What follows belongs to an exercise in optimizing a design on an open flow for small area; a production flow would make more cautious choices. In this exercise RTL edits were held to simulation tests only and were not proved equivalent to the original. Power and IR drop assume default switching activity. The flow treats the clock pin as an ideal source, which a real chip does not have.

==> zinc: inputs <==
// uartAxiBridge
module uartAxiBridge (
  input  logic        clk,
  input  logic        axi_resetn,
  input  logic [7:0]  rxByte,
  input  logic        rxByteValid,
  input  logic        txReady,
  output logic [7:0]  txByte,
  output logic        txByteStrobe,
  output logic [31:0] axi_awaddr,
  output logic [2:0]  axi_awprot,
  output logic        axi_awvalid,
  input  logic        axi_awready,
  output logic [31:0] axi_wdata,
  output logic [3:0]  axi_wstrb,
  output logic        axi_wvalid,
  input  logic        axi_wready,
  input  logic [1:0]  axi_bresp,
  input  logic        axi_bvalid,
  output logic        axi_bready,
  output logic [31:0] axi_araddr,
  output logic [2:0]  axi_arprot,
  output logic        axi_arvalid,
  input  logic        axi_arready,
  input  logic [31:0] axi_rdata,
  input  logic [1:0]  axi_rresp,
  input  logic        axi_rvalid,
  output logic        axi_rready
);
  logic                      cmdValid;
  logic [16*8-1:0] rxWindow;
  logic                      pushReq;
  logic [108-1:0]    pushEntry;
  logic                      respPush;
  logic                      respPop;
  logic [108-1:0]    respHead;
  logic                      respFull;
  logic                      respEmpty;
  assign axi_awprot = 3'b001;
  assign axi_arprot = 3'b001;
  assign axi_wstrb  = 4'hF;
  frameReceiver i_frameReceiver (
    .clk(clk), .axi_resetn(axi_resetn),
    .rxByte(rxByte), .rxByteValid(rxByteValid),
    .cmdValid(cmdValid), .rxWindow(rxWindow)
  );
  commandEngine i_commandEngine (
    .clk(clk), .axi_resetn(axi_resetn),
    .cmdValid(cmdValid), .cmdFrame(rxWindow),
    .axi_awaddr(axi_awaddr), .axi_awvalid(axi_awvalid), .axi_awready(axi_awready),
  ...
==> module frameTransmitter, before the edit <==
module frameTransmitter
(
  input  logic                    clk,
  input  logic                    axi_resetn,
  input  logic [108-1:0]  respHead,
  input  logic                    respEmpty,
  output logic                    respPop,
  input  logic                    txReady,
  output logic [7:0]              txByte,
  output logic                    txByteStrobe
);
  typedef enum logic {TX_IDLE, TX_SEND} txStateE;
  txStateE                txState;
  logic [3:0]             txKindN;
  logic [108-5:0] txBytesN;
  logic                   txShift;
  logic [15:0]            txCrc;
  logic [3:0]             byteIdx;
  logic                   lastStrobe;
  logic [7:0]             msgByte;
  logic [3:0]             kind;
  logic [7:0]             respByte;
  logic [95:0]            fixedFields;
  logic                   useFixed;
  logic [7:0]             fixedByte;
  assign respPop = (txState == TX_IDLE) && !respEmpty;
  assign txByteStrobe = (txState == TX_SEND) && txReady && !lastStrobe;
  assign kind = ~txKindN;
  always_comb
  begin
    case (kind)
      4'd0:    respByte = {2'b00, uartAxiBridgePkg::RSP_NOP};
      4'd1:    respByte = {2'b00, uartAxiBridgePkg::RSP_BUSY_READ};
      4'd2:    respByte = {2'b00, uartAxiBridgePkg::RSP_BUSY_WRITE};
      4'd3:    respByte = {2'b00, uartAxiBridgePkg::RSP_INVALID};
      4'd4, 4'd5, 4'd6, 4'd7:
               respByte = {kind[1:0], uartAxiBridgePkg::RSP_READ};
      default: respByte = {kind[1:0], uartAxiBridgePkg::RSP_WRITE};
    endcase
  end
  assign fixedFields = (kind == 4'd3) ? {64'h10BA_D0BA_D00D_AD00, 32'hFFFF_FFFF} :
                                         {64'hDEAD_CAFE_1234_5678, 32'h0000_0001};
  assign useFixed    = (kind == 4'd0) || (kind == 4'd3);
  always_comb
  begin
    fixedByte = 8'h00;
    for (int i = 2; i < 14; i++)
      if (byteIdx == 4'(i))
        fixedByte = fixedFields[8*14-17-8*(i-2) -: 8];
    if (byteIdx == 4'd0)
      msgByte = respByte;
    else if (useFixed && (byteIdx >= 4'd2))
      msgByte = fixedByte;
    else if ((kind == 4'd1) && (byteIdx >= 4'd10))
      msgByte = 8'h00;
    else
      msgByte = ~txBytesN[108-5 -: 8];
  end
  always_comb
  begin
    if (byteIdx < 4'(14))
      txByte = msgByte;
    else if (byteIdx == 4'(14))
      txByte = txCrc[7:0];
    else
      txByte = txCrc[15:8];
  end
  always_ff @(posedge clk)
  begin
    if (!axi_resetn)
    begin
      txState    <= TX_IDLE;
      byteIdx    <= '0;
      lastStrobe <= 1'b0;
    end
    else
    begin
      lastStrobe <= txByteStrobe;
      if (respPop)
      begin
        txState <= TX_SEND;
        byteIdx <= '0;
      end
      else if (txByteStrobe)
      begin
        byteIdx <= byteIdx + 4'd1;
        if (byteIdx == 4'(16 - 1))
          txState <= TX_IDLE;
      end
    end
  end
  assign txShift = txByteStrobe && (byteIdx != 4'd0) && (byteIdx < 4'(14));
  always_ff @(posedge clk)
  begin
    txKindN  <= respHead[108-1 -: 4] | ({4{!respPop}} & txKindN);
    txBytesN <= respHead[108-5:0] |
                ({(108-4){txShift}} & {txBytesN[108-13:0], 8'hFF}) |
                ({(108-4){!respPop && !txShift}} & txBytesN);
  end
  always_ff @(posedge clk)
  begin
    if (respPop)
      txCrc   <= 16'hFFFF;
    else if (txByteStrobe && (byteIdx < 4'(14)))
      txCrc <= uartAxiBridgePkg::crc16Update(txCrc, msgByte);
  end
endmodule
clock: 5.5 ns
lec_check: 0
abc_area: 1
cap_margin: 20
core_margin: 2
core_utilization: 40
place_density: 0.8
slew_margin: 20
standard.sh (not shown) runs the stock make flow with config.mk's settings and CLKGATE_MAP_FILE= SYNTH_SCRIPT=/design/flow/synth_recipe.tcl, a recipe that flattens the netlist after the stock synthesis.
==> flow/flow/run.sh <==
#!/bin/bash
# Own layout flow: the standard ORFS flow (standard.sh) with three changes to how the layout
# is made:
#  - ABC restructures the logic with &deepsyn (30 s) and maps it with &nf and area recovery,
#    three rounds (flow/abc_area.script), instead
#    of ORFS's area script,
#    which maps with map -B 0.9 and then buffers and upsizes; flip-flop mapping is unchanged;
#  - a lighter clock tree: no dummy loads, larger sink clusters;
#  - the smallest buffer (buf_1) on the ports.
# Every step's full log stays in orfs/logs/; make's own output goes to make.log in this folder.
set -euo pipefail
here=$(pwd)
rm -rf "$here/scripts_own"
cp -r "$FLOW_HOME/scripts" "$here/scripts_own"
cp "$here/flow/abc_area.script" "$here/scripts_own/abc_area.script"
bash standard.sh finish \
  "SCRIPTS_DIR=$here/scripts_own" \
  "CTS_ARGS=-sink_clustering_enable -repair_clock_nets -dont_use_dummy_load -buf_list sky130_fd_sc_hd__clkbuf_16 -sink_clustering_size 34 -sink_clustering_max_diameter 90" \
  "BUFFER_PORTS_ARGS=-buffer_cell sky130_fd_sc_hd__buf_1" > make.log 2>&1
==> flow/flow/abc_area.script <==
strash
&get -n
&deepsyn -T 30
&put
strash
&get -n
&dch -f
&nf -R 1000
&put
strash
&get -n
&dch -f
&nf -R 1000
&put
strash
&get -n
&dch -f
&nf -R 1000
&put
topo
==> inputs of juniper, as changes to zinc <==
--- a/flow/design.v
+++ b/flow/design.v
@@ -314,5 +314,4 @@
   txStateE                txState;
-  logic [3:0]             txKindN;
-  logic [108-5:0] txBytesN;
-  logic                   txShift;
+  logic [108-1:0] txEntryN;   
+  logic [108-1:0] txEntry;
   logic [15:0]            txCrc;
@@ -325,6 +324,9 @@
   logic                   useFixed;
+  logic [7:0]             rawByte;
   logic [7:0]             fixedByte;
+  logic [8*14-1:0] msg;
   assign respPop = (txState == TX_IDLE) && !respEmpty;
   assign txByteStrobe = (txState == TX_SEND) && txReady && !lastStrobe;
-  assign kind = ~txKindN;
+  assign txEntry = ~txEntryN;
+  assign kind = txEntry[107:104];
   always_comb
@@ -344,5 +346,10 @@
   assign useFixed    = (kind == 4'd0) || (kind == 4'd3);
+  assign msg         = {respByte, txEntry[103:0]};
   always_comb
   begin
+    rawByte   = 8'h00;
     fixedByte = 8'h00;
+    for (int i = 0; i < 14; i++)
+      if (byteIdx == 4'(i))
+        rawByte = msg[8*14-1-8*i -: 8];
     for (int i = 2; i < 14; i++)
@@ -350,5 +357,3 @@
         fixedByte = fixedFields[8*14-17-8*(i-2) -: 8];
-    if (byteIdx == 4'd0)
-      msgByte = respByte;
-    else if (useFixed && (byteIdx >= 4'd2))
+    if (useFixed && (byteIdx >= 4'd2))
       msgByte = fixedByte;
@@ -357,3 +362,3 @@
     else
-      msgByte = ~txBytesN[108-5 -: 8];
+      msgByte = rawByte;
   end
@@ -392,10 +397,4 @@
   end
-  assign txShift = txByteStrobe && (byteIdx != 4'd0) && (byteIdx < 4'(14));
   always_ff @(posedge clk)
-  begin
-    txKindN  <= respHead[108-1 -: 4] | ({4{!respPop}} & txKindN);
-    txBytesN <= respHead[108-5:0] |
-                ({(108-4){txShift}} & {txBytesN[108-13:0], 8'hFF}) |
-                ({(108-4){!respPop && !txShift}} & txBytesN);
-  end
+    txEntryN <= respHead | ({108{!respPop}} & txEntryN);
   always_ff @(posedge clk)
--- a/flow/flow/run.sh
+++ b/flow/flow/run.sh
@@ -3,5 +3,3 @@
 # is made:
-#  - ABC restructures the logic with &deepsyn (30 s) and maps it with &nf and area recovery,
-#    three rounds (flow/abc_area.script), instead
-#    of ORFS's area script,
+#  - ABC maps the logic for area with amap (flow/abc_area.script) instead of ORFS's area script,
 #    which maps with map -B 0.9 and then buffers and upsizes; flip-flop mapping is unchanged;
@@ -17,3 +15,3 @@
   "SCRIPTS_DIR=$here/scripts_own" \
-  "CTS_ARGS=-sink_clustering_enable -repair_clock_nets -dont_use_dummy_load -buf_list sky130_fd_sc_hd__clkbuf_16 -sink_clustering_size 34 -sink_clustering_max_diameter 90" \
+  "CTS_ARGS=-sink_clustering_enable -repair_clock_nets -dont_use_dummy_load -buf_list sky130_fd_sc_hd__clkbuf_16 -sink_clustering_size 30 -sink_clustering_max_diameter 100" \
   "BUFFER_PORTS_ARGS=-buffer_cell sky130_fd_sc_hd__buf_1" > make.log 2>&1
==> flow/flow/abc_area.script (replaced) <==
strash
dch -f
amap
strash
dch -f
amap
topo
--- a/flow/config.mk
+++ b/flow/config.mk
@@ -11,3 +11,2 @@
 export CORE_UTILIZATION = 40
-export PLACE_DENSITY = 0.8
 export SLEW_MARGIN = 20
==> notes <==
Synthesized area: juniper is higher than zinc (about 2.5%). Global-route usage: zinc is lower than juniper (2.0 points). Power: juniper is larger than zinc (26%). Between juniper and zinc, the lower via count is in zinc (gap 8.1%, measured against zinc). Between juniper and zinc, the lower first-iteration DRC count is in juniper (gap 17%, measured against zinc). In zinc the design area is lower than in juniper, by 3.7%. In sequential cell count, juniper and zinc do not differ.
==> figures <==
item	zinc	juniper
Outcome	complete, no violations	complete, no violations
Routing usage on met2	30.3%	30.5%
Area of placed instances	35300 um^2	36300 um^2
Detailed-route wire length on metal 1	29000 um	37800 um
Critical R2R Launch	i_responseQueue.count[1]$_SDFF_PN0_	i_frameTransmitter.byteIdx[3]$_SDFFE_PP0P_
Share of synthesized cell area in and, or, nand and nor gates	3.66%	5.02%
Internal Power	0.00933 W	0.0109 W
Register area	26500 um^2	26500 um^2
Floorplan die area	85600 um^2	87700 um^2
Area used by multi-input combinational logic	6260 um^2	6880 um^2
Insertion delay of the later-clocked pin in the worst-skew pair	0.59 ns	0.61 ns
Worst path slowest cell	sky130_fd_sc_hd__dfxtp_1	sky130_fd_sc_hd__dfxtp_4
Detailed Route WL	77000 um	87700 um
Fraction of layout instances using a drive strength above 1	4.72%	7.10%
Placed wire-length estimate	44500 um	53000 um
Die Y-Extent	293 um	296 um

==> what the ideal ports hide <==
No port has a modelled driver above. Below, the same layouts with a new extraction and two added sets of constraints.
Step 1 (the two cells are an assumption about what drives the block):
set clk [get_ports {clk}]
set_driving_cell -lib_cell sky130_fd_sc_hd__clkbuf_16 $clk
set_driving_cell -lib_cell sky130_fd_sc_hd__buf_2 [delete_from_list [all_inputs] $clk]
Step 2, shift: input delay + t, output delay - t, t = (earliest + latest rising clock arrival at the registers) / 2. This alone moves slack from input paths to output paths.
a / b / c = ideal ports / drivers / drivers and shift; a / b = the first two.
run	t (ns)	slack for setup (ns)	worst setup path at the end	clock arrival spread, ns	cell pins on the clock port's net
zinc	0.619	0.671 / 0.608 / 1.227	register to output	0.075 / 0.075	1
juniper	0.647	0.181 / 0.113 / 0.355	register to register	0.061 / 0.061	1
After both steps setup and hold are still met in every run listed.
